Background: an optimization exercise with open tools, aiming at small area and few clock cycles per item. Do not read the settings as production practice. In this exercise RTL edits were held to simulation tests only and were not proved equivalent to the original. In every run shown here, the design's own scripts or RTL, not TritonCTS, make the clock network. The flow treats the clock pin as an ideal source. Dropping or thinning the clock tree relies on that and would not hold on a real chip. Power figures rest on the tool's default switching activity, not on a simulated workload.

==> design/flow/design.v <==
`default_nettype none
module udp_ipv4_frame_filter (
   input  wire           clock,
   input  wire           reset,
   input  wire           req_valid,
   output wire           req_ready,
   input  wire  [7:0]    req_data_byte,
   input  wire           req_is_last,
   output wire           rsp_valid,
   input  wire           rsp_ready,
   output wire           rsp_accepted,
   output wire  [3:0]    rsp_verdict_code,
   output wire  [31:0]   rsp_source_addr,
   output wire  [31:0]   rsp_dest_addr,
   output wire  [6:0]    rsp_payload_offset,
   output wire  [13:0]   rsp_payload_length,
   input  wire           csr_valid,
   output wire           csr_ready,
   input  wire  [1:0]    csr_reg_index,
   input  wire  [31:0]   csr_write_data
);
   logic        en_ff, a_ok_ff, b_ok_ff;
   logic [31:0] a_ff, b_ff;
   assign csr_ready = 1'b1;
   always_ff @(posedge clock) begin
      if (reset) begin
         en_ff   <= 1'b0;
         a_ok_ff <= 1'b0;
         b_ok_ff <= 1'b0;
      end else if (csr_valid) begin
         if (csr_reg_index == 2'd0) en_ff <= csr_write_data[0];
         if (csr_reg_index == 2'd1) a_ok_ff <= 1'b1;
         if (csr_reg_index == 2'd2) b_ok_ff <= 1'b1;
      end
   end
   always_ff @(posedge clock) begin
      if (csr_valid && csr_reg_index == 2'd1) a_ff <= csr_write_data;
      if (csr_valid && csr_reg_index == 2'd2) b_ff <= csr_write_data;
   end
   logic [13:0] cnt_ff;      
   logic        pay_ff;      
   logic [3:0]  ihl_ff;
   logic        bad_eth_ff, bad_hdr_ff, bad_proto_ff;
   logic        hit_a_ff, hit_b_ff, hit_src_ff;
   logic [13:0] ulen_ff;     
   logic        big_ff;      
   logic [31:0] src_ff, dst_ff;
   logic        rv_ff;       
   logic [1:0]  fill_ff;     
   logic        filled_ff;
   logic        accept, act, last, xfer, rsp_valid_w;
   logic [7:0]  e;           
   logic        e_neg;
   logic        hlen_ok;
   logic        pay_start, pay_inc;
   logic        in_src, in_dst, fill_shift;
   logic [7:0]  din;
   logic [1:0]  k;
   logic [7:0]  a_byte, b_byte;
   logic        eq_a, eq_b, zero_byte, restart;
   logic        at_len, at_bound;
   logic        cnt_clr, cnt_inc;
   logic        short_f, ip_done, hit, zfill;
   logic [3:0]  code;
   always_comb begin
      xfer   = rsp_valid_w && rsp_ready;
      accept = req_valid && req_ready;
      act    = accept && !rv_ff && !pay_ff;
      last   = accept && req_is_last;
      hlen_ok = ihl_ff[3] || (ihl_ff[2] && (ihl_ff[1] || ihl_ff[0]));
      {e_neg, e} = {1'b0, cnt_ff[7:0]} - {3'b0, ihl_ff, 2'b00};
      pay_start = act && !e_neg && e == 8'd21 && hlen_ok;
      at_len    = !big_ff && cnt_ff == ulen_ff - 14'd8;
      at_bound  = cnt_ff[13:7] == 7'h7f && cnt_ff[1:0] == 2'b01 &&
                  cnt_ff[6:2] == 5'd26 - {1'b0, ihl_ff};
      pay_inc   = accept && !rv_ff && pay_ff && !at_len && !at_bound;
      in_src = cnt_ff[7:2] == 6'b000110 ? cnt_ff[1] :
               cnt_ff[7:2] == 6'b000111 ? !cnt_ff[1] : 1'b0;    
      in_dst = cnt_ff[7:2] == 6'b000111 ? cnt_ff[1] :
               cnt_ff[7:2] == 6'b001000 ? !cnt_ff[1] : 1'b0;    
      k      = cnt_ff[1:0] ^ 2'b10;
      a_byte = a_ff[8*(3-k) +: 8];
      b_byte = b_ff[8*(3-k) +: 8];
      zero_byte = req_data_byte == 8'd0;
      eq_a   = a_ok_ff ? req_data_byte == a_byte : zero_byte;
      eq_b   = b_ok_ff ? req_data_byte == b_byte : zero_byte;
      restart = cnt_ff[1:0] == 2'b10;
      short_f = !pay_ff && cnt_ff[7:0] < 8'd34;
      ip_done = pay_ff || (!e_neg && e >= 8'd14);
      hit     = hit_src_ff || hit_a_ff || hit_b_ff;
      if (short_f)                    code = 4'd1;
      else if (bad_eth_ff)            code = 4'd2;
      else if (bad_hdr_ff)            code = 4'd3;
      else if (!ip_done)              code = 4'd4;
      else if (en_ff && !hit)         code = 4'd5;
      else if (bad_proto_ff)          code = 4'd6;
      else if (!pay_ff)               code = 4'd7;
      else if (!big_ff && ulen_ff[13:3] == 11'd0)           code = 4'd8;
      else                            code = 4'd0;
      zfill = short_f || !ip_done;
      rsp_valid_w = rv_ff && (filled_ff || !zfill);
      fill_shift  = rv_ff && zfill;
      din = (fill_shift || bad_eth_ff || bad_hdr_ff) ? 8'd0 : req_data_byte;
   end
   assign req_ready = !rv_ff || xfer;
   always_comb begin
      cnt_clr = reset || xfer || pay_start;
      cnt_inc = !reset && (xfer ? accept : (pay_inc || (act && !cnt_ff[7] && !pay_start)));
   end
   always_ff @(posedge clock) begin
      cnt_ff <= (cnt_clr ? 14'd0 : cnt_ff) + {13'd0, cnt_inc};
      if (reset || xfer) begin
         pay_ff <= 1'b0;
      end else if (pay_start) begin
         pay_ff <= 1'b1;
      end
   end
   always_ff @(posedge clock) begin
      if (reset || xfer) begin
         rv_ff     <= 1'b0;
         fill_ff   <= 2'd0;
         filled_ff <= 1'b0;
      end else begin
         if (last) rv_ff <= 1'b1;
         if (fill_shift) begin
            fill_ff <= fill_ff + 2'd1;
            if (fill_ff == 2'd3) filled_ff <= 1'b1;
         end
      end
      if (!reset && last && xfer) rv_ff <= 1'b1;    
   end
   always_ff @(posedge clock) begin
      if (act) begin
         if (cnt_ff[7:0] == 8'd12) bad_eth_ff <= req_data_byte != 8'h08;
         if (cnt_ff[7:0] == 8'd13) bad_eth_ff <= bad_eth_ff || req_data_byte != 8'h00;
         if (cnt_ff[7:0] == 8'd14) begin
            ihl_ff     <= req_data_byte[3:0];
            bad_hdr_ff <= req_data_byte[7:4] != 4'd4 || req_data_byte[3:0] < 4'd5;
         end
         if (cnt_ff[7:0] == 8'd23) bad_proto_ff <= req_data_byte != 8'd17;
         if (in_src || in_dst) begin
            hit_a_ff <= (restart || hit_a_ff) && eq_a;
            hit_b_ff <= (restart || hit_b_ff) && eq_b;
         end
         if (cnt_ff[7:0] == 8'd29) hit_src_ff <= (hit_a_ff && eq_a) || (hit_b_ff && eq_b);
         if (!e_neg && e == 8'd18) begin
            big_ff        <= req_data_byte[7:6] != 2'd0;
            ulen_ff[13:8] <= req_data_byte[5:0];
         end
         if (!e_neg && e == 8'd19) begin
            ulen_ff[7:0] <= req_data_byte;
         end
      end
   end
   always_ff @(posedge clock) begin
      if ((act && in_src) || fill_shift) src_ff <= {src_ff[23:0], din};
      if ((act && in_dst) || fill_shift) dst_ff <= {dst_ff[23:0], din};
   end
   assign rsp_valid          = rsp_valid_w;
   assign rsp_verdict_code   = code;
   assign rsp_accepted       = code == 4'd0;
   assign rsp_source_addr    = src_ff;
   assign rsp_dest_addr      = dst_ff;
   assign rsp_payload_offset = code == 4'd0 ? {ihl_ff + 5'd5, 2'b10} : 7'd0;
   assign rsp_payload_length = code == 4'd0 ? cnt_ff : 14'd0;
endmodule
`default_nettype wire
==> design/flow/flow/run.sh <==
#!/bin/bash
# the standard layout with three changes: an area-oriented abc script in synthesis,
# the smallest buffer on the ports, and a small hand-built clock tree (flow/mcts.tcl:
# one root buffer driving eleven leaf buffers, each leaf driving one balanced cluster
# of nearby registers) in place of TritonCTS's tree
set -euo pipefail
here=$(pwd)
rm -rf "$here/scripts"
cp -r "$FLOW_HOME/scripts" "$here/scripts"
cp "$here/flow/abc.script" "$here/scripts/abc_speed.script"
export BUFFER_PORTS_ARGS="-buffer_cell sky130_fd_sc_hd__buf_1"
export PRE_CTS_TCL="$here/flow/mcts.tcl"
export MCTS_LEAVES=11 MCTS_LEAF_CELL=sky130_fd_sc_hd__clkbuf_8 MCTS_ROOT_CELL=sky130_fd_sc_hd__clkbuf_8
bash standard.sh SCRIPTS_DIR="$here/scripts" finish > standard_flow.log 2>&1
==> design/flow/flow/abc.script <==
&get -n
&st
&deepsyn -T 60
&dch
&nf -R 1000
&put
topo
==> design/flow/flow/mcts.tcl <==
rename clock_tree_synthesis _bench_cts_unused
proc clock_tree_synthesis { args } {
  set nleaf $::env(MCTS_LEAVES)
  set leafm $::env(MCTS_LEAF_CELL)
  set rootm $::env(MCTS_ROOT_CELL)
  set db [ord::get_db]
  set block [ord::get_db_block]
  set clk [$block findNet clock]
  set sinks {}
  foreach it [$clk getITerms] {
    set inst [$it getInst]
    lassign [$inst getLocation] x y
    set m [$inst getMaster]
    lappend sinks [list $it [expr {$x + [$m getWidth]/2}] [expr {$y + [$m getHeight]/2}]]
  }
  # k-means on the sink locations, seeded along a diagonal sort
  set sorted [lsort -real -index 1 $sinks]
  set n [llength $sorted]
  set cents {}
  for {set k 0} {$k < $nleaf} {incr k} {
    set s [lindex $sorted [expr {int(($k + 0.5) * $n / $nleaf)}]]
    lappend cents [list [lindex $s 1] [lindex $s 2]]
  }
  for {set iter 0} {$iter < 30} {incr iter} {
    # capacitated assignment: every cluster takes at most cap sinks; the pairs are
    # taken nearest first
    set cap [expr {($n + $nleaf - 1) / $nleaf}]
    set pairs {}
    set i 0
    foreach s $sinks {
      for {set k 0} {$k < $nleaf} {incr k} {
        lassign [lindex $cents $k] cx cy
        lappend pairs [list [expr {abs([lindex $s 1]-$cx) + abs([lindex $s 2]-$cy)}] $i $k]
      }
      incr i
    }
    set groups [lrepeat $nleaf {}]
    set size [lrepeat $nleaf 0]
    set done [lrepeat $n 0]
    foreach p [lsort -real -index 0 $pairs] {
      lassign $p d i k
      if {[lindex $done $i] || [lindex $size $k] >= $cap} continue
      lset done $i 1
      lset size $k [expr {[lindex $size $k] + 1}]
      lset groups $k [concat [lindex $groups $k] [list [lindex $sinks $i]]]
    }
    set cents {}
    foreach g $groups {
      set sx 0; set sy 0
      foreach s $g { set sx [expr {$sx + [lindex $s 1]}]; set sy [expr {$sy + [lindex $s 2]}] }
      set c [llength $g]; if {$c == 0} { set c 1 }
      lappend cents [list [expr {int($sx / $c)}] [expr {int($sy / $c)}]]
    }
  }
  set lm [$db findMaster $leafm]
  set drv $clk
  if {$rootm ne ""} {
    set rm [$db findMaster $rootm]
    set rx 0; set ry 0
    foreach c $cents { set rx [expr {$rx + [lindex $c 0]}]; set ry [expr {$ry + [lindex $c 1]}] }
    set rinst [odb::dbInst_create $block $rm clkbuf_root]
    $rinst setLocation [expr {int($rx / $nleaf)}] [expr {int($ry / $nleaf)}]
    $rinst setPlacementStatus PLACED
    set drv [odb::dbNet_create $block clknet_root]
    $drv setSigType CLOCK
    [$rinst findITerm A] connect $clk
    [$rinst findITerm X] connect $drv
  }
  for {set k 0} {$k < $nleaf} {incr k} {
    set g [lindex $groups $k]
    if {[llength $g] == 0} continue
    set inst [odb::dbInst_create $block $lm clkbuf_leaf_$k]
    lassign [lindex $cents $k] cx cy
    $inst setLocation [expr {$cx - [$lm getWidth]/2}] [expr {$cy - [$lm getHeight]/2}]
    $inst setPlacementStatus PLACED
    set net [odb::dbNet_create $block clknet_leaf_$k]
    $net setSigType CLOCK
    [$inst findITerm A] connect $drv
    [$inst findITerm X] connect $net
    foreach s $g {
      set it [lindex $s 0]
      $it disconnect
      $it connect $net
    }
    puts "manual cts: leaf $k drives [llength $g] clock pins"
  }
  set_propagated_clock [all_clocks]
}
==> design/flow/standard.sh <==
#!/bin/bash
# synth_recipe.tcl (not shown) runs the flow's synth.tcl, then flattens the netlist and writes it again
# the make line also repeats each setting of config.mk as NAME=value (left out here)
make -C /OpenROAD-flow-scripts/flow DESIGN_CONFIG=/design/flow/config.mk WORK_HOME=/design/flow/orfs CLKGATE_MAP_FILE= SYNTH_SCRIPT=/design/flow/synth_recipe.tcl "${@:-finish}"
==> design/flow/config.mk <==
export PLATFORM = sky130hd
export DESIGN_NAME = udp_ipv4_frame_filter
export DESIGN_NICKNAME = udp_ipv4_frame_filter
export VERILOG_FILES = /design/flow/design.v
export SDC_FILE = /design/flow/constraint.sdc
export NUM_CORES = 4
export LEC_CHECK = 0
export CAP_MARGIN = 20
export CORE_MARGIN = 2
export CORE_UTILIZATION = 40
export SLEW_MARGIN = 20
==> design/flow/constraint.sdc <==
create_clock -name core_clock -period 6.0 [get_ports {clock}]
set_input_delay 1.2000 -clock core_clock [delete_from_list [all_inputs] [get_ports {clock}]]
set_output_delay 1.2000 -clock core_clock [all_outputs]
set_load 0.01 [all_outputs]
==> flow_summary.toml, run 1 <==
[cells_and_area]
antenna_cells = 0
final_cell_mix = "edfxtp_1, buf_1, nand2_1, nor2_1, a21oi_1"
area_growth_pct = 14.2
layout_commonest_cell = "edfxtp_1"
stdcell_area_sq_um = 8150
drive_above_1_share_pct = 2.83
final_cells = 896
num-fill-cells = 1585
fin_nets = 733
utilization_pct = 46.9

[min_path]
min_to = "dst_ff[14]"
min_from = "dst_ff[6]"
holdPathStages = 0
hold_path_class = "reg -> reg"

[timing]
worst_pin_slew_ps = 1110
final-hold-violation-count = 0
fin_crit_ps = 5000
fin_skew_ps = 15.4
setup_viol = 0
final_max_slew_viol_count = 0
holdWs_ps = 451
relSlewSlack_pct = 25.9
min_period_over_period_pct = 83.3
tns_ps = 0
rsz0062_at_grt = "no"
fmax_mhz = 200

[yosys]
yosys.area_share.simple_pct = 13.8
synth_compound_area_share_pct = 8.40
synthMuxAreaShare_pct = 0
ys_types = 52
yosys_register_bits = 175
synth_xor_area_share_pct = 3.68
synthAdderAreaFrac_pct = 2.21
synthesis.nets = 579
yosys_warnings = 1
ys.flop_type = "edfxtp_1"
syn_avg_cell_area_sq_um = 13.7
synth_top_family_by_area = "simple AND/OR/NAND/NOR gates"
syn_inst = 519
synth_edf_count = 153
ys_async_sr_fraction_pct = 0
synth.yosys.seq_area_share_pct = 70.6
mappedNetlistArea_sq_um = 7130

[routing]
avgViaCountPerCell = 5.41
wl_mm = 17.0
wl_per_cell_microns = 18.9
initialDrtViolationCount = 385
maxUsedRoutingLayer = "met4"
wl_met3_mm = 1.29
drtAntennaViolNets = 0
met1Wirelength_mm = 7.37
met2WireLength_mm = 8.05
drtPass1Iterations = 7
num_vias = 4844
drc = 0

[setup_path]
rr_endpoint = "cnt_ff[12]"
reg2reg_from = "cnt_ff[2]"
path_class = "reg -> reg"
crit_path_max_fanout = 13
r2r_slack_ps = 1000
start_kind = "flip-flop"
cp-end-kind = "flip-flop"
r2r_cells = 21
critPathLaunch = "cnt_ff[2]"
cp.arrival_ps = 5320
required_ps = 6320

[cts]
cts_setup_buffers = 0
worstSkewPairLatency_ps = 440
ctsResizeCount = 0
clk_pin_slew_ps = 100
cts_hold_buf = 0

[placed_design]
gp_congestion = 0.832
dp.cells = 883
port_buffers = 138
hpwl_mm = 12.1
dpl_cell_area_sq_um = 7950

[floorplan]
dieHeight_microns = 138
ios = 141
die-area_sq_um = 18900
start_util_pct = 41.1
die_w_microns = 138
fp-row-count = 48
design.core.area_sq_um = 17400

[global_route]
grt_usage_pct = 17.4
grt_pass1_wl_mm = 25.6
grt_max_degree = 34
grt_pass1_vias = 4650
antenna_found_initial = 0
gr-total-overflow = 0

[power]
leakage_nw = 2.65
power_density_nw_per_um2 = 260
peakVddDrop_mv = 0.201

[job]
cap_violations = 0

[status]
status = "no timing/DRC/antenna violations"
## cell type report
type / count / area, sq um / share of cell area, %
well taps: 225 / 282 / 3.46
flip-flops and latches: 175 / 5030 / 61.8
inverters: 16 / 60.1 / 0.737
plain buffers: 12 / 165 / 2.03
repair buffers: 143 / 576 / 7.07
multi-input cells: 325 / 2030 / 24.9
## through the flow
stage	total power, mW	setup WS (ps)
after floorplan	1.53	1330
after global placement	1.61	1370
after detailed placement	1.62	1090
after CTS	2.14	1080
after global routing	2.21	667
final	2.12	1000
## critical path, cell delays in order (launching register included)
cell	delay, ps
dfxtp_1	450
clkinv_1	150
ha_1	160
clkinv_1	90
fa_1	420
a21o_1	170
a21o_1	180
nor4_1	280
a41oi_1	130
nor2b_1	190
o21a_1	190
and2_0	250
or3_1	600
nor2_1	170
ha_1	210
ha_1	220
and4_1	240
and3_1	210
and3_1	210
nand4_1	130
xor2_1	170
nor2_1	50
## kinds of logic (layout without fill, tap and decap cells)
group / after synthesis / count (layout)
buf+inv: 19 / 171
flops: 175 / 175
compound gates: 90 / 90
simple gates: 191 / 191
xor+xnor: 30 / 30
fa+ha+maj: 12 / 12
other cells: 2 / 2
## where the power goes
group          internal (mW)  leakage, nW  switching [mW]  total [mW]
sequential              1.38         1.60          0.0254        1.41
combinational         0.0588        0.960           0.126       0.185
clock                  0.180       0.0863           0.343       0.523
## how the worst max path moves through the flow
stage / end / depth (start not counted)
after floorplan: src_ff[0] / 7
after global placement: cnt_ff[12] / 21
after detailed placement: cnt_ff[12] / 21
after CTS: cnt_ff[12] / 21
after global routing: cnt_ff[12] / 21
final: cnt_ff[12] / 21
## synthesized netlist by cell type (all sizes together) (3+ instances only)
cell | number | area, sq um
and2 | 22 | 138
nand2 | 44 | 165
a222oi | 10 | 100
nand2b | 5 | 31.3
buf | 3 | 22.5
nor2b | 6 | 37.5
nor2 | 37 | 139
dfxtp | 22 | 440
nand3 | 10 | 50.1
clkinv | 16 | 60.1
o22ai | 13 | 81.3
nor4 | 8 | 50.1
nor3b | 3 | 22.5
and3 | 18 | 113
ha | 11 | 138
o21ai | 12 | 60.1
nor3 | 17 | 85.1
xnor2 | 21 | 184
a21oi | 28 | 140
or2 | 3 | 18.8
a21o | 3 | 22.5
a31oi | 3 | 18.8
nand4 | 6 | 37.5
nor4b | 3 | 26.3
xor2 | 9 | 78.8
edfxtp | 153 | 4590
## per-layer routing
layer	vias up	GRT usage (%)
li1	2288	-
met1	2336	24.2
met2	200	30.2
met3	20	2.21
met4	0	2.41
met5	-	0
## registers in the layout, summed over array words and instances, names as in the netlist
signal,cells
a_ff,32
b_ff,32
dst_ff,32
src_ff,32
cnt_ff,14
ulen_ff,14
ihl_ff,4
fill_ff,2
a_ok_ff,1
b_ok_ff,1
bad_eth_ff,1
bad_hdr_ff,1
bad_proto_ff,1
big_ff,1
en_ff,1
filled_ff,1
hit_a_ff,1
hit_b_ff,1
hit_src_ff,1
pay_ff,1
rv_ff,1
Testbench counts, summed over its fixed seeds: cycles 393,172, frames 1,200.
==> inputs of run 2 (changes only) <==
--- a/design/flow/design.v
+++ b/design/flow/design.v
@@ -49,8 +49,7 @@
    logic [1:0]  fill_ff;     
    logic        filled_ff;
    logic        accept, act, last, xfer, rsp_valid_w;
-   logic [7:0]  e;           
-   logic        e_neg;
+   logic        pact, udp_full;
    logic        hlen_ok;
    logic        pay_start, pay_inc;
    logic        in_src, in_dst, fill_shift;
@@ -60,20 +59,21 @@
    logic        eq_a, eq_b, zero_byte, restart;
    logic        at_len, at_bound;
    logic        cnt_clr, cnt_inc;
-   logic        short_f, ip_done, hit, zfill;
+   logic        short_f, hit, zfill;
    logic [3:0]  code;
    always_comb begin
       xfer   = rsp_valid_w && rsp_ready;
       accept = req_valid && req_ready;
       act    = accept && !rv_ff && !pay_ff;
+      pact   = accept && !rv_ff && pay_ff;
       last   = accept && req_is_last;
       hlen_ok = ihl_ff[3] || (ihl_ff[2] && (ihl_ff[1] || ihl_ff[0]));
-      {e_neg, e} = {1'b0, cnt_ff[7:0]} - {3'b0, ihl_ff, 2'b00};
-      pay_start = act && !e_neg && e == 8'd21 && hlen_ok;
-      at_len    = !big_ff && cnt_ff == ulen_ff - 14'd8;
+      pay_start = act && cnt_ff[7:0] == 8'd13 + {2'b0, ihl_ff, 2'b00} && hlen_ok;
+      udp_full  = cnt_ff[13:3] != 11'd0;    
+      at_len    = !big_ff && udp_full && cnt_ff == ulen_ff;
       at_bound  = cnt_ff[13:7] == 7'h7f && cnt_ff[1:0] == 2'b01 &&
-                  cnt_ff[6:2] == 5'd26 - {1'b0, ihl_ff};
-      pay_inc   = accept && !rv_ff && pay_ff && !at_len && !at_bound;
+                  cnt_ff[6:2] == 5'd28 - {1'b0, ihl_ff};
+      pay_inc   = pact && !at_len && !at_bound;
       in_src = cnt_ff[7:2] == 6'b000110 ? cnt_ff[1] :
                cnt_ff[7:2] == 6'b000111 ? !cnt_ff[1] : 1'b0;    
       in_dst = cnt_ff[7:2] == 6'b000111 ? cnt_ff[1] :
@@ -86,18 +86,17 @@
       eq_b   = b_ok_ff ? req_data_byte == b_byte : zero_byte;
       restart = cnt_ff[1:0] == 2'b10;
       short_f = !pay_ff && cnt_ff[7:0] < 8'd34;
-      ip_done = pay_ff || (!e_neg && e >= 8'd14);
       hit     = hit_src_ff || hit_a_ff || hit_b_ff;
       if (short_f)                    code = 4'd1;
       else if (bad_eth_ff)            code = 4'd2;
       else if (bad_hdr_ff)            code = 4'd3;
-      else if (!ip_done)              code = 4'd4;
+      else if (!pay_ff)               code = 4'd4;
       else if (en_ff && !hit)         code = 4'd5;
       else if (bad_proto_ff)          code = 4'd6;
-      else if (!pay_ff)               code = 4'd7;
+      else if (!udp_full)             code = 4'd7;
       else if (!big_ff && ulen_ff[13:3] == 11'd0)           code = 4'd8;
       else                            code = 4'd0;
-      zfill = short_f || !ip_done;
+      zfill = short_f || (!pay_ff && hlen_ok);
       rsp_valid_w = rv_ff && (filled_ff || !zfill);
       fill_shift  = rv_ff && zfill;
       din = (fill_shift || bad_eth_ff || bad_hdr_ff) ? 8'd0 : req_data_byte;
@@ -143,11 +142,13 @@
             hit_b_ff <= (restart || hit_b_ff) && eq_b;
          end
          if (cnt_ff[7:0] == 8'd29) hit_src_ff <= (hit_a_ff && eq_a) || (hit_b_ff && eq_b);
-         if (!e_neg && e == 8'd18) begin
+      end
+      if (pact) begin
+         if (cnt_ff == 14'd4) begin
             big_ff        <= req_data_byte[7:6] != 2'd0;
             ulen_ff[13:8] <= req_data_byte[5:0];
          end
-         if (!e_neg && e == 8'd19) begin
+         if (cnt_ff == 14'd5) begin
             ulen_ff[7:0] <= req_data_byte;
          end
       end
@@ -162,6 +163,6 @@
    assign rsp_source_addr    = src_ff;
    assign rsp_dest_addr      = dst_ff;
    assign rsp_payload_offset = code == 4'd0 ? {ihl_ff + 5'd5, 2'b10} : 7'd0;
-   assign rsp_payload_length = code == 4'd0 ? cnt_ff : 14'd0;
+   assign rsp_payload_length = code == 4'd0 ? cnt_ff - 14'd8 : 14'd0;
 endmodule
 `default_nettype wire
--- a/design/flow/config.mk
+++ b/design/flow/config.mk
@@ -5,7 +5,7 @@
 export SDC_FILE = /design/flow/constraint.sdc
 export NUM_CORES = 4
 export LEC_CHECK = 0
-export CAP_MARGIN = 20
+export CAP_MARGIN = 0
 export CORE_MARGIN = 2
 export CORE_UTILIZATION = 40
-export SLEW_MARGIN = 20
+export SLEW_MARGIN = 0
==> run 2 against run 1 <==
Compared with the run above:
- first-iteration DRC count is 0.52% lower
- clock power up 1%
- sequential share of layout area up 1.5 points
- synthesized cell count fell by 1.5%
- still clean on timing, DRC and antenna
- utilization down 0.61 points
- via count shrank 1.7%
==> flow_summary.toml, run 2 <==
[global_route]
grt_pass1_vias = 4564
grt_pass1_wl_mm = 25.2
gr-total-overflow = 0
grt_max_degree = 34
antenna_found_initial = 0
grt_usage_pct = 17.7

[yosys]
ys.flop_type = "edfxtp_1"
syn_avg_cell_area_sq_um = 13.6
synthesis.nets = 566
synth_edf_count = 153
yosys.area.top_type = "edfxtp_1"
synth.yosys.seq_area_share_pct = 72.3
mappedNetlistArea_sq_um = 6970
syn_inst = 511
synth_most_common_cell = "edfxtp_1"
yosys-top-cells-count = "edfxtp_1, nor2_1, nand2_1"
netlist.area_leader.share_pct = 65.9
netlist_top_cells_area = "edfxtp_1, dfxtp_1, nor2_1"
yosys_register_bits = 175
yosys_warnings = 1
ys_async_sr_fraction_pct = 0
ys_types = 44

[floorplan]
start_util_pct = 40.6
die_w_microns = 136
ios = 141
design.core.area_sq_um = 17200
dieHeight_microns = 136
fp-row-count = 48
die-area_sq_um = 18500

[status]
status = "no timing/DRC/antenna violations"

[routing]
initialDrtViolationCount = 383
drtPass1Iterations = 5
num_vias = 4761
avgViaCountPerCell = 5.37
wl_per_cell_microns = 19.2
wl_mm = 17.0
drtAntennaViolNets = 0
drc = 0

[cells_and_area]
layout_commonest_cell = "edfxtp_1"
drive_above_1_share_pct = 2.87
multi_input_area_sq_um = 1840
fin_nets = 719
antenna_cells = 0
final_cell_mix = "edfxtp_1, buf_1, nor2_1, nand2_1, clkinv_1"
utilization_pct = 46.3
area_growth_pct = 14.2
seq_area_sq_um = 5030
num-fill-cells = 1603

[timing]
fmax_mhz = 191
rsz0062_at_grt = "no"
worst_pin_slew_ps = 1090
final_max_slew_viol_count = 0
relSlewSlack_pct = 26.8
fin_crit_ps = 5230
min_period_over_period_pct = 87.2
final-hold-violation-count = 0
fin_skew_ps = 17.4
setup_viol = 0
tns_ps = 0

[setup_path]
required_ps = 4800
cp-end-kind = "output pin"
cp.arrival_ps = 4030
start_kind = "flip-flop"
crit_path_max_fanout = 18
reg2reg_from = "cnt_ff[3]"
critPathLaunch = "cnt_ff[5]"
path_class = "reg -> out"

[job]
cap_violations = 0

[min_path]
min_from = "dst_ff[18]"
hold_path_class = "reg -> reg"

[cts]
cts_hold_buf = 0
cts_setup_buffers = 0
worstSkewPairLatency_ps = 460
clk_pin_slew_ps = 110
ctsResizeCount = 0

[power]
peakVddDrop_mv = 0.162
power_density_nw_per_um2 = 275
leakage_nw = 2.60

[placed_design]
gp_congestion = 0.871
port_buffers = 138
hpwl_mm = 12.0
==> run 2: cell count changes in the layout (fill, tap and decap cells not counted), sizes merged, moves of 5 or more <==
| cell | previous run | this run |
|---|---|---|
| clkinv | 16 | 24 |
| and2 | 22 | 2 |
| nor2 | 37 | 58 |
| nand3 | 10 | 15 |
| a21oi | 28 | 19 |
==> run 2: final timing paths <==
kind	endpoint	slack [ps]	depth (start not counted)
setup reg to reg	cnt_ff[13]	1390	22
setup / recovery	rsp_payload_length[13]	770	10
hold reg to reg	dst_ff[26]	440	0
hold / removal	dst_ff[26]	440	0
==> run 2: cell type report <==
type	instances	share of cell area, %
sequential	175	63.3
inverter	24	1.13
buffer	12	2.08
timing repair buffer	142	6.89
multi-input combinational	309	23.1
tap	225	3.54
==> run 2: metal layers <==
metal,track usage [%],part of all wire [%],vias up
li1,-,-,2252
met4,5.03,3.3,0
met5,0,0,-
met2,29.5,46,205
met3,2.20,7.7,35
met1,24.4,43,2269
==> run 2: report_power, final <==
group / switching (mW) / total (mW) / internal (mW)
registers: 0.0277 / 1.41 / 1.38
logic: 0.164 / 0.242 / 0.0782
clock network: 0.351 / 0.530 / 0.179
==> run 2: metrics by stage <==
stage / power [mW] / setup WS (ps) / cell area, sq um / instances / hold slack [ps]
after floorplan: 1.58 / 1560 / 6970 / 511 / 433
after global placement: 1.68 / 1290 / 7790 / 875 / 430
after detailed placement: 1.68 / 1270 / 7790 / 875 / 430
after CTS: 2.21 / 741 / 7960 / 887 / 437
after global routing: 2.28 / 487 / 7960 / 887 / 469
final: 2.18 / 766 / 7960 / 887 / 440
==> run 2: cell families after synthesis <==
| kind of cell | share of synthesized area, % |
|---|---|
| flops | 72.3 |
| buf+inv | 1.62 |
| compound gates | 8.85 |
| xor+xnor | 3.39 |
| other cells | 0.108 |
| simple gates | 12.5 |
| fa+ha+maj | 1.26 |
==> run 2: critical path, stage by stage (launching register included) <==
cell and delay [ps]:
dfxtp_1 470, nor2_1 380, nand3_1 190, or3_1 370, or4_1 550, nor2_1 260
nor3_1 120, nand3_1 590, clkinv_1 270, and3_1 240, buf_1 120
Testbench counts of run 2, summed over its fixed seeds: cycles 393,172, frames 1,200.
==> inputs of run 3 (changes only) <==
--- a/design/flow/design.v
+++ b/design/flow/design.v
@@ -46,8 +46,6 @@
    logic        big_ff;      
    logic [31:0] src_ff, dst_ff;
    logic        rv_ff;       
-   logic [1:0]  fill_ff;     
-   logic        filled_ff;
    logic        accept, act, last, xfer, rsp_valid_w;
    logic        pact, udp_full;
    logic        hlen_ok;
@@ -97,8 +95,8 @@
       else if (!big_ff && ulen_ff[13:3] == 11'd0)           code = 4'd8;
       else                            code = 4'd0;
       zfill = short_f || (!pay_ff && hlen_ok);
-      rsp_valid_w = rv_ff && (filled_ff || !zfill);
-      fill_shift  = rv_ff && zfill;
+      rsp_valid_w = rv_ff && (cnt_ff[13] || !zfill);
+      fill_shift  = rv_ff && zfill && !cnt_ff[13];
       din = (fill_shift || bad_eth_ff || bad_hdr_ff) ? 8'd0 : req_data_byte;
    end
    assign req_ready = !rv_ff || xfer;
@@ -107,7 +105,7 @@
       cnt_inc = !reset && (xfer ? accept : (pay_inc || (act && !cnt_ff[7] && !pay_start)));
    end
    always_ff @(posedge clock) begin
-      cnt_ff <= (cnt_clr ? 14'd0 : cnt_ff) + {13'd0, cnt_inc};
+      cnt_ff <= (cnt_clr ? 14'd0 : cnt_ff) + {13'd0, cnt_inc} + {fill_shift && !reset, 11'd0};
       if (reset || xfer) begin
          pay_ff <= 1'b0;
       end else if (pay_start) begin
@@ -117,14 +115,8 @@
    always_ff @(posedge clock) begin
       if (reset || xfer) begin
          rv_ff     <= 1'b0;
-         fill_ff   <= 2'd0;
-         filled_ff <= 1'b0;
       end else begin
          if (last) rv_ff <= 1'b1;
-         if (fill_shift) begin
-            fill_ff <= fill_ff + 2'd1;
-            if (fill_ff == 2'd3) filled_ff <= 1'b1;
-         end
       end
       if (!reset && last && xfer) rv_ff <= 1'b1;    
    end
--- a/design/flow/config.mk
+++ b/design/flow/config.mk
@@ -7,5 +7,5 @@
 export LEC_CHECK = 0
 export CAP_MARGIN = 0
 export CORE_MARGIN = 2
-export CORE_UTILIZATION = 40
+export CORE_UTILIZATION = 65
 export SLEW_MARGIN = 0
==> run 3 against run 2 <==
Compared with the run above:
- fmax up 4.8%
- critical path depth grew 2
- die area is 37% lower
==> flow_summary.toml, run 3 <==
[power]
power_density_nw_per_um2 = 257
p_seq_share_pct = 67.8
peakVddDrop_mv = 0.236
clockPowerShare_pct = 24.7
power_mw = 2.02
p_sw_share_pct = 21.9
leakage_nw = 2.60
p_sw_uw = 444
comb_power_share_pct = 7.4
power.internal_mw = 1.58

[global_route]
grt_usage_pct = 27.1
grt_pass1_vias = 4657
antenna_found_initial = 0
gr-total-overflow = 0
grt_pass1_wl_mm = 24.2
grt_max_degree = 34

[floorplan]
dieHeight_microns = 108
ios = 141
die-area_sq_um = 11600
start_util_pct = 67.2
design.core.area_sq_um = 10400
die_w_microns = 108
fp-row-count = 37

[timing]
min_period_over_period_pct = 83.3
setup_ws_ps = 1000
final-hold-violation-count = 0
fin_skew_ps = 25.0
relSlewSlack_pct = 24.6
setup_viol = 0
holdWs_ps = 443
final_max_slew_viol_count = 0
worst_pin_slew_ps = 1120
fmax_mhz = 200
rsz0062_at_grt = "no"
tns_ps = 0
fin_crit_ps = 5000

[cells_and_area]
stdcell_area_sq_um = 7870
fin_nets = 723
num-fill-cells = 700
layout_commonest_cell = "edfxtp_1"
drive_above_1_share_pct = 3.16
final_cell_mix = "edfxtp_1, buf_1, nor2_1, nand2_1, clkinv_1"
area_growth_pct = 12.9
antenna_cells = 0

[yosys]
ys_async_sr_fraction_pct = 0
synth.yosys.seq_area_share_pct = 71.4
netlist_top_cells_area = "edfxtp_1, dfxtp_1, nor2_1"
netlist.area_leader.share_pct = 65.9
mappedNetlistArea_sq_um = 6970
synth_edf_count = 153
yosys-top-cells-count = "edfxtp_1, nor2_1, nand2_1"
synthesis.nets = 567
yosys_register_bits = 172
syn_inst = 510
yosys.area.top_type = "edfxtp_1"
yosys_warnings = 1
syn_avg_cell_area_sq_um = 13.7
ys_types = 47
ys.flop_type = "edfxtp_1"
synth_most_common_cell = "edfxtp_1"

[routing]
wl_per_cell_microns = 20.1
initialDrtViolationCount = 463
drc = 0
drtPass1Iterations = 8
wl_mm = 16.1
num_vias = 4896
drtAntennaViolNets = 0
avgViaCountPerCell = 6.12

[cts]
clk_pin_slew_ps = 110
cts_hold_buf = 0
worstSkewPairLatency_ps = 430
ctsResizeCount = 0
cts_setup_buffers = 0

[placed_design]
place_ws_ps = 1290
gp_congestion = 0.977
port_buffers = 138
dpl_cell_area_sq_um = 7700
hpwl_mm = 11.7

[setup_path]
crit_path_max_fanout = 18
start_kind = "flip-flop"
cp.arrival_ps = 3800
required_ps = 4800
path_class = "reg -> out"
cp-end-kind = "output pin"

[job]
cap_violations = 0

[status]
status = "no timing/DRC/antenna violations"

[min_path]
hold_path_class = "reg -> reg"
-- run 3: changes by cell type in the layout (fill, tap and decap cells not counted), sizes merged, moves of 4 or more --
cell,change
o22ai,-6
a222oi,+6
xnor2,+4
a21oi,-5
nand3,-4
-- run 3: area by class of cell --
type	count	area, sq um	area share, %
Timing Repair Buffer	145	571	7.25
Inverter	26	97.6	1.24
Buffer	12	165	2.10
Sequential cell	172	4970	63.2
Tap cell	136	170	2.16
Multi-Input combinational cell	309	1890	24.0
-- run 3: critical path, stage by stage, from the launching register on --
cell and delay (ps):
dfxtp_1 630, clkinv_1 290, ha_1 280, nand2b_1 120, nor4_1 80, nor3b_1 200
nand3_1 210, nor2_1 110, nor3_1 310, nand3_1 560, clkinv_1 240, and3_1 180
buf_1 150
-- run 3: power by group through the flow --
stage	Sequential (mW)	Combinational, mW	Clock (mW)
6_report	1.37	0.150	0.500
5_1_grt	1.38	0.164	0.541
4_1_cts	1.37	0.150	0.506
3_5_place_dp	1.40	0.149	0
3_3_place_gp	1.40	0.144	0
2_1_floorplan	1.41	0.0715	0
-- run 3: logic make-up (layout without fill, tap and decap cells) --
| family | count (synthesis) | count (layout) | share of synthesized area [%] |
|---|---|---|---|
| and+or+nand+nor | 185 | 185 | 12.5 |
| other | 2 | 2 | 0.108 |
| DFF | 172 | 172 | 71.4 |
| adders and majority gates | 9 | 9 | 1.62 |
| AOI/OAI and AO/OA | 79 | 79 | 8.37 |
| buffers and inverters | 29 | 183 | 1.72 |
| xor gates and xnor gates | 34 | 34 | 4.27 |
-- run 3: worst paths after layout --
path | slack, ps | end | startpoint | cells past startpoint
max | 1000 | rsp_payload_length[13] | cnt_ff[4] | 12
min | 440 | dst_ff[23] | dst_ff[15] | 0
max reg2reg | 2120 | cnt_ff[13] | ihl_ff[0] | 14
min reg2reg | 440 | dst_ff[23] | dst_ff[15] | 0
-- run 3: per-stage QoR --
stage	cells	utilization (%)
finish	800	75.9
global route	800	75.9
CTS	800	75.9
detailed placement	788	74.3
global placement	788	74.3
floorplan	510	-
-- run 3: routing by layer --
| metal | GRT usage (%) | up-vias | part of all wire, % |
|---|---|---|---|
| met5 | 0 | - | 0 |
| met1 | 36.5 | 2358 | 39 |
| met3 | 3.03 | 30 | 8.0 |
| li1 | - | 2254 | - |
| met2 | 46.9 | 254 | 51 |
| met4 | 8.33 | 0 | 2.7 |
Testbench counts of run 3, summed over its fixed seeds: cycles 393,172, frames 1,200.
==> inputs of run 4 (changes only) <==
--- a/design/flow/config.mk
+++ b/design/flow/config.mk
@@ -7,5 +7,5 @@
 export LEC_CHECK = 0
 export CAP_MARGIN = 0
 export CORE_MARGIN = 2
-export CORE_UTILIZATION = 65
+export CORE_UTILIZATION = 40
 export SLEW_MARGIN = 0
==> run 4 against run 3 <==
Compared with the run above:
- still clean on timing, DRC and antenna
- final cell count rose by 11%
- clock power is 4.8% higher
- sequential power is essentially flat
- flip-flop and latch count stayed put
- global-route usage is 9.2 points lower
- largest power group unchanged
==> flow_summary.toml, run 4 <==
[setup_path]
r2r_slack_ps = 2050
cp-end-kind = "output pin"
r2r_cells = 14
rr_endpoint = "cnt_ff[13]"
cp_slowest_stage_delay_ps = 640
reg2reg_from = "ihl_ff[0]"
path_delay_family = "simple AND/OR/NAND/NOR gates"
crit_buf_inv = 3
path_class = "reg -> out"
crit_path_cell_trace = "clkinv_1, ha_1, nand2b_1, nor4_1, nor3b_1, nand3_1, nor2_1, nor3_1, nand3_1, clkinv_1, and3_1, buf_1"
required_ps = 4800
worst_path_max_delay_cell = "nand3_1"
start_kind = "flip-flop"
cp.arrival_ps = 3970
crit_path_max_fanout = 18
crit_cells = 12

[routing]
drc = 0
avgViaCountPerCell = 5.40
num_vias = 4805
drtAntennaViolNets = 0
drtPass1Iterations = 5
wl_per_cell_microns = 19.4
wl_mm = 17.3
initialDrtViolationCount = 407

[placed_design]
gp_congestion = 0.915
hpwl_mm = 12.5
dpl_cell_area_sq_um = 7810
port_buffers = 138

[cts]
worstSkewPairLatency_ps = 460
cts_hold_buf = 0
cts_setup_buffers = 0
clk_pin_slew_ps = 100
ctsResizeCount = 0

[timing]
worst_pin_slew_ps = 1040
fin_skew_ps = 24.4
rsz0062_at_grt = "no"
relSlewSlack_pct = 30.7
min_period_over_period_pct = 86.2
fmax_mhz = 193
final-hold-violation-count = 0
final_max_slew_viol_count = 0
tns_ps = 0
setup_viol = 0
fin_crit_ps = 5170

[cells_and_area]
multi_input_area_sq_um = 1890
drive_above_1_share_pct = 3.16
area_growth_pct = 14.5
fin_nets = 723
stdcell_area_sq_um = 7980
layout_commonest_cell = "edfxtp_1"
seq_area_sq_um = 4970
antenna_cells = 0
num-fill-cells = 1606
final_cell_mix = "edfxtp_1, buf_1, nor2_1, nand2_1, clkinv_1"

[floorplan]
design.core.area_sq_um = 17200
fp-row-count = 48
die-area_sq_um = 18500
ios = 141
start_util_pct = 40.6
die_w_microns = 136
dieHeight_microns = 136

[yosys]
yosys.area.top_type = "edfxtp_1"
synthesis.nets = 567
mappedNetlistArea_sq_um = 6970
syn_inst = 510
synth_most_common_cell = "edfxtp_1"
yosys-top-cells-count = "edfxtp_1, nor2_1, nand2_1"
netlist.area_leader.share_pct = 65.9
synth.yosys.seq_area_share_pct = 71.4
yosys_register_bits = 172
ys_types = 47
ys_async_sr_fraction_pct = 0
ys.flop_type = "edfxtp_1"
yosys_warnings = 1
syn_avg_cell_area_sq_um = 13.7
synth_edf_count = 153
netlist_top_cells_area = "edfxtp_1, dfxtp_1, nor2_1"

[power]
clockPowerShare_pct = 25.6
p_sw_uw = 466
power.internal_mw = 1.58
power_density_nw_per_um2 = 256
p_sw_share_pct = 22.8
leakage_nw = 2.60
p_seq_share_pct = 67.0
peakVddDrop_mv = 0.175
comb_power_share_pct = 7.4

[global_route]
gr-total-overflow = 0
grt_max_degree = 34
grt_pass1_vias = 4651
grt_pass1_wl_mm = 26.0
grt_usage_pct = 18.0
antenna_found_initial = 0

[min_path]
min_to = "src_ff[26]"
hold_path_class = "reg -> reg"
holdPathStages = 0
min_from = "src_ff[18]"

[job]
cap_violations = 0

[status]
status = "no timing/DRC/antenna violations"
==> run 4: worst max path at each step <==
stage / startpoint / slack, ps / end
6_report: cnt_ff[4] / 830 / rsp_payload_length[13]
5_1_grt: cnt_ff[4] / 510 / rsp_payload_length[13]
4_1_cts: cnt_ff[4] / 820 / rsp_payload_length[13]
3_5_place_dp: req_valid / 1260 / cnt_ff[13]
3_3_place_gp: req_valid / 1390 / cnt_ff[13]
2_1_floorplan: req_valid / 1490 / src_ff[0]
==> run 4: through the flow <==
stage | setup WS [ps] | instances | utilization (%) | power (mW) | hold slack, ps
CTS | 821 | 889 | 46.5 | 2.06 | 456
detailed placement | 1260 | 877 | 45.5 | 1.55 | 432
finish | 830 | 889 | 46.5 | 2.04 | 456
global placement | 1390 | 877 | 45.5 | 1.55 | 432
global route | 509 | 889 | 46.5 | 2.13 | 477
floorplan | 1490 | 510 | - | 1.48 | 458
==> run 4: worst register-to-register path: stages, from the launching register on <==
cell      delay (ps)
edfxtp_1         530
clkinv_1         150
ha_1             350
xnor2_1          150
or4_1            530
a211oi_1         440
nand2b_1         480
nor2_1            90
ha_1             260
nand4_1          150
nor2_1           120
and3_1           200
o21ai_0          190
xnor2_1          140
nor2_1            50
==> run 4: layout make-up <==
| class | count | area share (%) |
|---|---|---|
| tap | 225 | 3.53 |
| sequential | 172 | 62.3 |
| buffer | 12 | 2.07 |
| timing repair buffer | 145 | 7.15 |
| multi-input combinational | 309 | 23.7 |
| inverter | 26 | 1.22 |
==> run 4: routing by layer <==
metal | global-route usage (%) | routed length [microns] | up-vias
met5 | 0 | 0 | -
met4 | 3.24 | 346 | 0
met3 | 3.24 | 1250 | 24
met2 | 30.9 | 8130 | 185
met1 | 24.1 | 7540 | 2348
li1 | - | - | 2248
==> run 4: power groups by stage <==
stage | clock (mW) | combinational [mW] | sequential [mW]
6_report | 0.524 | 0.150 | 1.37
5_1_grt | 0.586 | 0.168 | 1.38
4_1_cts | 0.540 | 0.152 | 1.37
3_5_place_dp | 0 | 0.152 | 1.40
3_3_place_gp | 0 | 0.151 | 1.40
2_1_floorplan | 0 | 0.0715 | 1.41
==> run 4: logic make-up (layout without fill, tap and decap cells) <==
| kind of cell | count (synthesis) | after routing | share of synthesized area (%) |
|---|---|---|---|
| other | 2 | 2 | 0.108 |
| AO/OA/AOI/OAI | 79 | 79 | 8.37 |
| XOR/XNOR | 34 | 34 | 4.27 |
| flip-flops | 172 | 172 | 71.4 |
| buffers and inverters | 29 | 183 | 1.72 |
| adder cells (fa/ha/maj) | 9 | 9 | 1.62 |
| AND/OR/NAND/NOR | 185 | 185 | 12.5 |
==> inputs of run 5 (changes only) <==
--- a/design/flow/design.v
+++ b/design/flow/design.v
@@ -19,23 +19,24 @@
    input  wire  [1:0]    csr_reg_index,
    input  wire  [31:0]   csr_write_data
 );
-   logic        en_ff, a_ok_ff, b_ok_ff;
+   logic        en_ff;
    logic [31:0] a_ff, b_ff;
    assign csr_ready = 1'b1;
    always_ff @(posedge clock) begin
       if (reset) begin
-         en_ff   <= 1'b0;
-         a_ok_ff <= 1'b0;
-         b_ok_ff <= 1'b0;
-      end else if (csr_valid) begin
-         if (csr_reg_index == 2'd0) en_ff <= csr_write_data[0];
-         if (csr_reg_index == 2'd1) a_ok_ff <= 1'b1;
-         if (csr_reg_index == 2'd2) b_ok_ff <= 1'b1;
+         en_ff <= 1'b0;
+      end else if (csr_valid && csr_reg_index == 2'd0) begin
+         en_ff <= csr_write_data[0];
       end
    end
    always_ff @(posedge clock) begin
-      if (csr_valid && csr_reg_index == 2'd1) a_ff <= csr_write_data;
-      if (csr_valid && csr_reg_index == 2'd2) b_ff <= csr_write_data;
+      if (reset) begin
+         a_ff <= 32'd0;
+         b_ff <= 32'd0;
+      end else begin
+         if (csr_valid && csr_reg_index == 2'd1) a_ff <= csr_write_data;
+         if (csr_valid && csr_reg_index == 2'd2) b_ff <= csr_write_data;
+      end
    end
    logic [13:0] cnt_ff;      
    logic        pay_ff;      
@@ -54,7 +55,7 @@
    logic [7:0]  din;
    logic [1:0]  k;
    logic [7:0]  a_byte, b_byte;
-   logic        eq_a, eq_b, zero_byte, restart;
+   logic        eq_a, eq_b, restart;
    logic        at_len, at_bound;
    logic        cnt_clr, cnt_inc;
    logic        short_f, hit, zfill;
@@ -79,9 +80,8 @@
       k      = cnt_ff[1:0] ^ 2'b10;
       a_byte = a_ff[8*(3-k) +: 8];
       b_byte = b_ff[8*(3-k) +: 8];
-      zero_byte = req_data_byte == 8'd0;
-      eq_a   = a_ok_ff ? req_data_byte == a_byte : zero_byte;
-      eq_b   = b_ok_ff ? req_data_byte == b_byte : zero_byte;
+      eq_a   = req_data_byte == a_byte;
+      eq_b   = req_data_byte == b_byte;
       restart = cnt_ff[1:0] == 2'b10;
       short_f = !pay_ff && cnt_ff[7:0] < 8'd34;
       hit     = hit_src_ff || hit_a_ff || hit_b_ff;
@@ -125,7 +125,6 @@
          if (cnt_ff[7:0] == 8'd12) bad_eth_ff <= req_data_byte != 8'h08;
          if (cnt_ff[7:0] == 8'd13) bad_eth_ff <= bad_eth_ff || req_data_byte != 8'h00;
          if (cnt_ff[7:0] == 8'd14) begin
-            ihl_ff     <= req_data_byte[3:0];
             bad_hdr_ff <= req_data_byte[7:4] != 4'd4 || req_data_byte[3:0] < 4'd5;
          end
          if (cnt_ff[7:0] == 8'd23) bad_proto_ff <= req_data_byte != 8'd17;
@@ -136,18 +135,30 @@
          if (cnt_ff[7:0] == 8'd29) hit_src_ff <= (hit_a_ff && eq_a) || (hit_b_ff && eq_b);
       end
       if (pact) begin
-         if (cnt_ff == 14'd4) begin
+      end
+   end
+   always_ff @(posedge clock) begin
+      if (reset) begin
+         ihl_ff  <= 4'd0;
+         big_ff  <= 1'b0;
+         ulen_ff <= 14'd0;
+      end else begin
+         if (act && cnt_ff[7:0] == 8'd14) ihl_ff <= req_data_byte[3:0];
+         if (pact && cnt_ff == 14'd4) begin
             big_ff        <= req_data_byte[7:6] != 2'd0;
             ulen_ff[13:8] <= req_data_byte[5:0];
          end
-         if (cnt_ff == 14'd5) begin
-            ulen_ff[7:0] <= req_data_byte;
-         end
+         if (pact && cnt_ff == 14'd5) ulen_ff[7:0] <= req_data_byte;
       end
    end
    always_ff @(posedge clock) begin
-      if ((act && in_src) || fill_shift) src_ff <= {src_ff[23:0], din};
-      if ((act && in_dst) || fill_shift) dst_ff <= {dst_ff[23:0], din};
+      if (reset) begin
+         src_ff <= 32'd0;
+         dst_ff <= 32'd0;
+      end else begin
+         if ((act && in_src) || fill_shift) src_ff <= {src_ff[23:0], din};
+         if ((act && in_dst) || fill_shift) dst_ff <= {dst_ff[23:0], din};
+      end
    end
    assign rsp_valid          = rsp_valid_w;
    assign rsp_verdict_code   = code;
--- a/design/flow/flow/run.sh
+++ b/design/flow/flow/run.sh
@@ -1,7 +1,7 @@
 #!/bin/bash
 # the standard layout with three changes: an area-oriented abc script in synthesis,
 # the smallest buffer on the ports, and a small hand-built clock tree (flow/mcts.tcl:
-# one root buffer driving eleven leaf buffers, each leaf driving one balanced cluster
+# one root buffer driving 11 leaf buffers, each leaf driving one balanced cluster
 # of nearby registers) in place of TritonCTS's tree
 set -euo pipefail
 here=$(pwd)
==> run 5 against run 4 <==
Compared with the run above:
- still clean on timing, DRC and antenna
- sequential share of layout area fell by 18 points
- total power fell by 7.9%
- utilization rose by 0.57 points
- combinational power rose by 27%
- synthesized cell count rose by 28%
- largest cell class unchanged
- highest routed layer unchanged
==> flow_summary.toml, run 5 <==
[cts]
cts_hold_buf = 0
worstSkewPairLatency_ps = 450
ctsResizeCount = 0
cts_setup_buffers = 0
clk_pin_slew_ps = 90

[timing]
rsz0062_at_grt = "no"
final_max_slew_viol_count = 0
tns_ps = 0
fin_skew_ps = 25.1
relSlewSlack_pct = 25.7
min_period_over_period_pct = 82.6
setup_ws_ps = 1040
worst_pin_slew_ps = 1110
fin_crit_ps = 4960
fmax_mhz = 202
setup_viol = 0
final-hold-violation-count = 0

[global_route]
grt_usage_pct = 20.8
grt_max_degree = 33
grt_pass1_vias = 5605
grt_pass1_wl_mm = 30.6
antenna_found_initial = 0
gr-total-overflow = 0

[yosys]
ys_async_sr_fraction_pct = 0
yosys_register_bits = 170
ys_types = 43
mappedNetlistArea_sq_um = 6690
ys.flop_type = "dfxtp_1"
syn_avg_cell_area_sq_um = 10.2
synth_most_common_cell = "dfxtp_1"
yosys_warnings = 1
netlist_top_cells_area = "dfxtp_1, a22o_1, nor2_1"
netlist.area_leader.share_pct = 49.1
yosys.area.top_type = "dfxtp_1"
synth_edf_count = 6
synthesis.nets = 709
yosys-top-cells-count = "dfxtp_1, a22o_1, nor2_1"
syn_inst = 653
synth.yosys.seq_area_share_pct = 51.8

[cells_and_area]
num-fill-cells = 1640
layout_commonest_cell = "dfxtp_1"
fin_nets = 866
final_cells = 1028
drive_above_1_share_pct = 3.59
multi_input_area_sq_um = 3190
final_cell_mix = "dfxtp_1, a22o_1, buf_1, nor2_1, nand2_1"
utilization_pct = 47.0
area_growth_pct = 15.7
seq_area_sq_um = 3460
antenna_cells = 0

[setup_path]
rr_endpoint = "cnt_ff[12]"
cp_slowest_stage_delay_ps = 490
r2r_slack_ps = 1660
crit_path_max_fanout = 17
worst_path_max_delay_cell = "nand3_1"
cp.arrival_ps = 3760
cp-end-kind = "output pin"
crit_top_cell = "clkinv_1"
crit_path_cell_trace = "clkinv_1, ha_1, nand2_1, or3_1, nor4_1, nand3b_1, nor2_1, nor3_1, nand3_1, clkinv_1, and3_1, buf_1"
required_ps = 4800
crit_buf_inv = 3
path_class = "reg -> out"
path_delay_family = "simple AND/OR/NAND/NOR gates"
reg2reg_from = "cnt_ff[3]"
r2r_cells = 16
start_kind = "flip-flop"

[placed_design]
dp.cells = 1016
hpwl_mm = 13.4
place_ws_ps = 1470
port_buffers = 138
gp_congestion = 0.868

[job]
cap_violations = 0

[min_path]
min_to = "src_ff[27]"
min_from = "src_ff[27]"
hold_path_class = "reg -> reg"
holdPathStages = 1

[routing]
wl_mm = 19.3
wl_per_cell_microns = 18.7
num_vias = 5852
initialDrtViolationCount = 487
avgViaCountPerCell = 5.69
drtPass1Iterations = 5
drtAntennaViolNets = 0
drc = 0

[power]
power_density_nw_per_um2 = 243
leakage_nw = 2.87
peakVddDrop_mv = 0.181

[floorplan]
fp-row-count = 47
start_util_pct = 40.6
dieHeight_microns = 133
ios = 141
die-area_sq_um = 17800
die_w_microns = 133
design.core.area_sq_um = 16500

[status]
status = "no timing/DRC/antenna violations"
run 5: layout make-up:
class	count	area share, %
flip-flops and latches	170	44.7
well taps	220	3.56
multi-input cells	460	41.1
plain buffers	12	2.13
repair buffers	146	7.47
inverters	20	0.970
run 5: how the worst max path moves through the flow:
stage                           startpoint                     end  slack (ps)  cells after the start
final                            cnt_ff[4]  rsp_payload_length[13]        1040                     12
after global routing             cnt_ff[4]  rsp_payload_length[13]         570                     12
after CTS                        cnt_ff[4]  rsp_payload_length[13]         990                     12
after detailed placement         cnt_ff[4]  rsp_payload_length[13]        1470                     12
after global placement           cnt_ff[4]  rsp_payload_length[13]        1620                     12
after floorplan           csr_reg_index[1]                 a_ff[0]        1980                      2
run 5: kinds of logic (layout without fill, tap and decap cells):
family | Yosys count | after routing | synth area share [%]
xor+xnor | 41 | 41 | 5.37
buf+inv | 23 | 178 | 1.46
compound gates | 224 | 224 | 26.9
flops | 170 | 170 | 51.8
simple gates | 185 | 185 | 12.9
fa+ha+maj | 8 | 8 | 1.50
other cells | 2 | 2 | 0.112
run 5: worst register-to-register path, stage by stage, from the launching register on:
cell and delay, ps:
dfxtp_1 460, or4_1 610, nor3_1 330, nor2_1 150, a211oi_1 290, nor2b_1 100, nand2_1 110, nand2b_1 80
or2_0 420, nor2_1 190, ha_1 180, ha_1 200, nand3_1 110, nor4_1 490, nor2b_1 250, a31oi_1 110
xor2_1 160
run 5: layer usage:
layer  global-route usage (%)  part of all wire (%)  vias to the layer above
met5                        0                     0                        -
met3                     2.55                   6.2                       40
li1                         -                     -                     2817
met2                     34.5                    46                      206
met1                     29.0                    45                     2789
met4                     5.50                   3.2                        0
run 5: power breakdown:
group	internal (mW)	switching [mW]	total [mW]
Clock	0.180	0.346	0.526
Sequential	1.15	0.0142	1.17
Combinational	0.0638	0.127	0.191
run 5: per-stage QoR:
stage	hold slack, ps	cell area (sq um)	power [mW]
floorplan	432	6690	1.30
global placement	455	7580	1.38
detailed placement	453	7580	1.38
CTS	483	7740	1.90
global route	494	7740	1.95
finish	477	7740	1.88
Testbench counts of run 5, summed over its fixed seeds: cycles 393,172, frames 1,200.
==> inputs of run 6 (changes only) <==
--- a/design/flow/design.v
+++ b/design/flow/design.v
@@ -47,6 +47,8 @@
    logic        big_ff;      
    logic [31:0] src_ff, dst_ff;
    logic        rv_ff;       
+   logic [1:0]  fill_ff;     
+   logic        filled_ff;
    logic        accept, act, last, xfer, rsp_valid_w;
    logic        pact, udp_full;
    logic        hlen_ok;
@@ -95,8 +97,8 @@
       else if (!big_ff && ulen_ff[13:3] == 11'd0)           code = 4'd8;
       else                            code = 4'd0;
       zfill = short_f || (!pay_ff && hlen_ok);
-      rsp_valid_w = rv_ff && (cnt_ff[13] || !zfill);
-      fill_shift  = rv_ff && zfill && !cnt_ff[13];
+      rsp_valid_w = rv_ff && (filled_ff || !zfill);
+      fill_shift  = rv_ff && zfill;
       din = (fill_shift || bad_eth_ff || bad_hdr_ff) ? 8'd0 : req_data_byte;
    end
    assign req_ready = !rv_ff || xfer;
@@ -105,7 +107,7 @@
       cnt_inc = !reset && (xfer ? accept : (pay_inc || (act && !cnt_ff[7] && !pay_start)));
    end
    always_ff @(posedge clock) begin
-      cnt_ff <= (cnt_clr ? 14'd0 : cnt_ff) + {13'd0, cnt_inc} + {fill_shift && !reset, 11'd0};
+      cnt_ff <= (cnt_clr ? 14'd0 : cnt_ff) + {13'd0, cnt_inc};
       if (reset || xfer) begin
          pay_ff <= 1'b0;
       end else if (pay_start) begin
@@ -115,8 +117,14 @@
    always_ff @(posedge clock) begin
       if (reset || xfer) begin
          rv_ff     <= 1'b0;
+         fill_ff   <= 2'd0;
+         filled_ff <= 1'b0;
       end else begin
          if (last) rv_ff <= 1'b1;
+         if (fill_shift) begin
+            fill_ff <= fill_ff + 2'd1;
+            if (fill_ff == 2'd3) filled_ff <= 1'b1;
+         end
       end
       if (!reset && last && xfer) rv_ff <= 1'b1;    
    end
==> run 6 against run 5 <==
Compared with the run above:
- clock skew fell by 9.9 ps
- clock power about the same
- register-to-register slack got worse by 90 ps
- cell area up 0.16%
- via count increased by 0.58%
- total power increased by 0.67%
- synthesized area increased by 0.62%
- critical endpoint unchanged
==> flow_summary.toml, run 6 <==
[power]
leakage_nw = 2.90
comb_power_share_pct = 9.7
p_sw_uw = 480
peakVddDrop_mv = 0.160
p_sw_share_pct = 25.3
clockPowerShare_pct = 27.8
p_seq_share_pct = 62.4
power_density_nw_per_um2 = 244
power_mw = 1.90
power.internal_mw = 1.42

[routing]
num_vias = 5886
avgViaCountPerCell = 5.77
drtAntennaViolNets = 0
drc = 0
initialDrtViolationCount = 378
drtPass1Iterations = 5
wl_mm = 19.0
wl_per_cell_microns = 18.6

[yosys]
yosys-top-cells-count = "dfxtp_1, a22o_1, nor2_1"
mappedNetlistArea_sq_um = 6730
yosys_warnings = 1
syn_avg_cell_area_sq_um = 10.4
syn_inst = 648
ys.flop_type = "dfxtp_1"
synth.yosys.seq_area_share_pct = 52.3
synthesis.nets = 704
netlist.area_leader.share_pct = 49.7
ys_types = 45
synth_most_common_cell = "dfxtp_1"
netlist_top_cells_area = "dfxtp_1, a22o_1, nor2_1"
synth_edf_count = 6
ys_async_sr_fraction_pct = 0
yosys.area.top_type = "dfxtp_1"
yosys_register_bits = 173

[timing]
final-hold-violation-count = 0
fin_crit_ps = 4880
rsz0062_at_grt = "no"
fin_skew_ps = 15.2
tns_ps = 0
min_period_over_period_pct = 81.3
setup_viol = 0
setup_ws_ps = 1120
final_max_slew_viol_count = 0
holdWs_ps = 482
relSlewSlack_pct = 19.8
worst_pin_slew_ps = 1200
fmax_mhz = 205

[floorplan]
dieHeight_microns = 134
design.core.area_sq_um = 16500
ios = 141
fp-row-count = 47
die-area_sq_um = 17900
die_w_microns = 134
start_util_pct = 40.7

[setup_path]
crit_top_cell = "clkinv_1"
cp-end-kind = "output pin"
cp.arrival_ps = 3680
required_ps = 4800
worst_path_max_delay_cell = "nand3_1"
cp_slowest_stage_delay_ps = 490
path_class = "reg -> out"
start_kind = "flip-flop"
crit_path_max_fanout = 18
path_delay_family = "simple AND/OR/NAND/NOR gates"
crit_buf_inv = 4
crit_path_cell_trace = "clkinv_1, ha_1, nand2b_1, or3_1, nor2_1, nand2_1, or4_1, nor2_1, clkinv_1, nand3_1, clkinv_1, and3_1, buf_1"

[placed_design]
gp_congestion = 0.893
place_ws_ps = 1610
hpwl_mm = 13.2
port_buffers = 138

[min_path]
hold_path_class = "reg -> reg"

[cts]
cts_setup_buffers = 0
worstSkewPairLatency_ps = 440
ctsResizeCount = 0
cts_hold_buf = 0
clk_pin_slew_ps = 100

[global_route]
antenna_found_initial = 0
grt_pass1_vias = 5544
grt_usage_pct = 20.5
top_usage_layer = "met2"
gr-usage-met2_pct = 33.6
grt_pass1_wl_mm = 30.4
grt_max_degree = 33
met1_usage_pct = 30.0
grt_util_met3_pct = 1.56
gr-total-overflow = 0

[cells_and_area]
drive_above_1_share_pct = 3.13
fin_nets = 858
layout_commonest_cell = "dfxtp_1"
area_growth_pct = 15.2
antenna_cells = 0
final_cell_mix = "dfxtp_1, a22o_1, buf_1, nor2_1, o22ai_1"

[status]
status = "no timing/DRC/antenna violations"

[job]
cap_violations = 0
-- run 6: cell count changes in the layout (fill, tap and decap cells not counted), moves of 4 or more --
cell / change
a222oi_1: -9
nor2_1: +12
nand2_1: -27
xor2_1: -4
o21a_1: +4
xnor2_1: +5
o22ai_1: +14
-- run 6: cell families after synthesis --
| group | share of synthesized area (%) |
|---|---|
| buf+inv | 1.39 |
| xor+xnor | 5.46 |
| other cells | 0.112 |
| mux | 0.149 |
| compound gates | 27.1 |
| flops | 52.3 |
| fa+ha+maj | 1.49 |
| simple gates | 11.9 |
-- run 6: final cells by class --
| type | instances | area [sq um] |
|---|---|---|
| fillers | 1608 | 8770 |
| repair buffers | 143 | 556 |
| inverters | 19 | 71.3 |
| plain buffers | 12 | 165 |
| well taps | 220 | 275 |
| flip-flops and latches | 173 | 3520 |
| multi-input cells | 453 | 3160 |
-- run 6: worst reg2reg max path, cell delays in order, from the launching register on --
cell      delay, ps
dfxtp_1         480
clkinv_1        170
ha_1            170
nand2b_1         80
or3_1           330
nor2_1          160
nand2_1          90
or4_1           420
nor2_1          120
clkinv_1        130
a21oi_1         150
a211oi_1         70
nor4bb_1        390
ha_1            280
ha_1            230
nand3_1          90
nor2_1          200
and3_1          270
nor2b_1         200
a21oi_1         100
a211oi_1        220
-- run 6: layer usage --
| metal | part of all wire [%] | wire length (microns) | vias to the layer above |
|---|---|---|---|
| met5 | 0 | 0 | - |
| met1 | 47 | 8920 | 2863 |
| li1 | - | - | 2802 |
| met3 | 5.6 | 1070 | 20 |
| met2 | 46 | 8680 | 201 |
| met4 | 1.8 | 334 | 0 |
-- run 6: worst paths after layout --
path | slack [ps] | depth (start not counted) | end | start
setup / recovery | 1120 | 13 | rsp_payload_length[13] | cnt_ff[4]
hold / removal | 480 | 1 | dst_ff[29] | dst_ff[29]
setup reg to reg | 1570 | 20 | cnt_ff[10] | cnt_ff[4]
hold reg to reg | 480 | 1 | dst_ff[29] | dst_ff[29]
-- run 6: power by group through the flow --
| stage | combinational (mW) | clock, mW | sequential, mW |
|---|---|---|---|
| 3_3_place_gp | 0.182 | 0 | 1.21 |
| 3_5_place_dp | 0.184 | 0 | 1.21 |
| 2_1_floorplan | 0.114 | 0 | 1.21 |
| 6_report | 0.184 | 0.528 | 1.18 |
| 4_1_cts | 0.185 | 0.546 | 1.18 |
| 5_1_grt | 0.202 | 0.587 | 1.19 |
-- run 6: stage by stage --
step	area [sq um]	std cells	utilization (%)
2_1_floorplan	6730	648	-
3_3_place_gp	7590	1008	45.9
3_5_place_dp	7590	1008	45.9
4_1_cts	7750	1020	46.9
5_1_grt	7750	1020	46.9
6_report	7750	1020	46.9
Testbench counts of run 6, summed over its fixed seeds: cycles 393,172, frames 1,200.

static timing again, ports no longer ideal:
Ports are ideal in the flow. The routed layouts listed here were re-timed in OpenROAD.
Step 1 sets driving cells, clkbuf_16 on the clock port and buf_2 on the other inputs (assumed; they add their load-dependent delay and slew).
Step 2, shift: input delay + t, output delay - t, t = (earliest + latest rising clock arrival at the registers) / 2. This alone moves slack from input paths to output paths.
Three values: ideal, step 1, step 2; two values: the first two.
run	t (ns)	setup WS [ns]	worst setup path after step 2	worst slew at a driven data input, ns
run 1	0.470	1.005 / 1.005 / 1.005	register to register	0.05
run 2	0.491	0.766 / 0.726 / 1.217	register to output	0.05
run 3	0.456	1.004 / 0.970 / 1.190	input to register	0.04
run 4	0.483	0.830 / 0.791 / 1.202	input to register	0.05
run 5	0.479	1.044 / 1.002 / 1.480	register to output	0.04
run 6	0.472	1.122 / 1.085 / 1.557	register to output	0.06
After both steps every run listed still meets setup and hold.
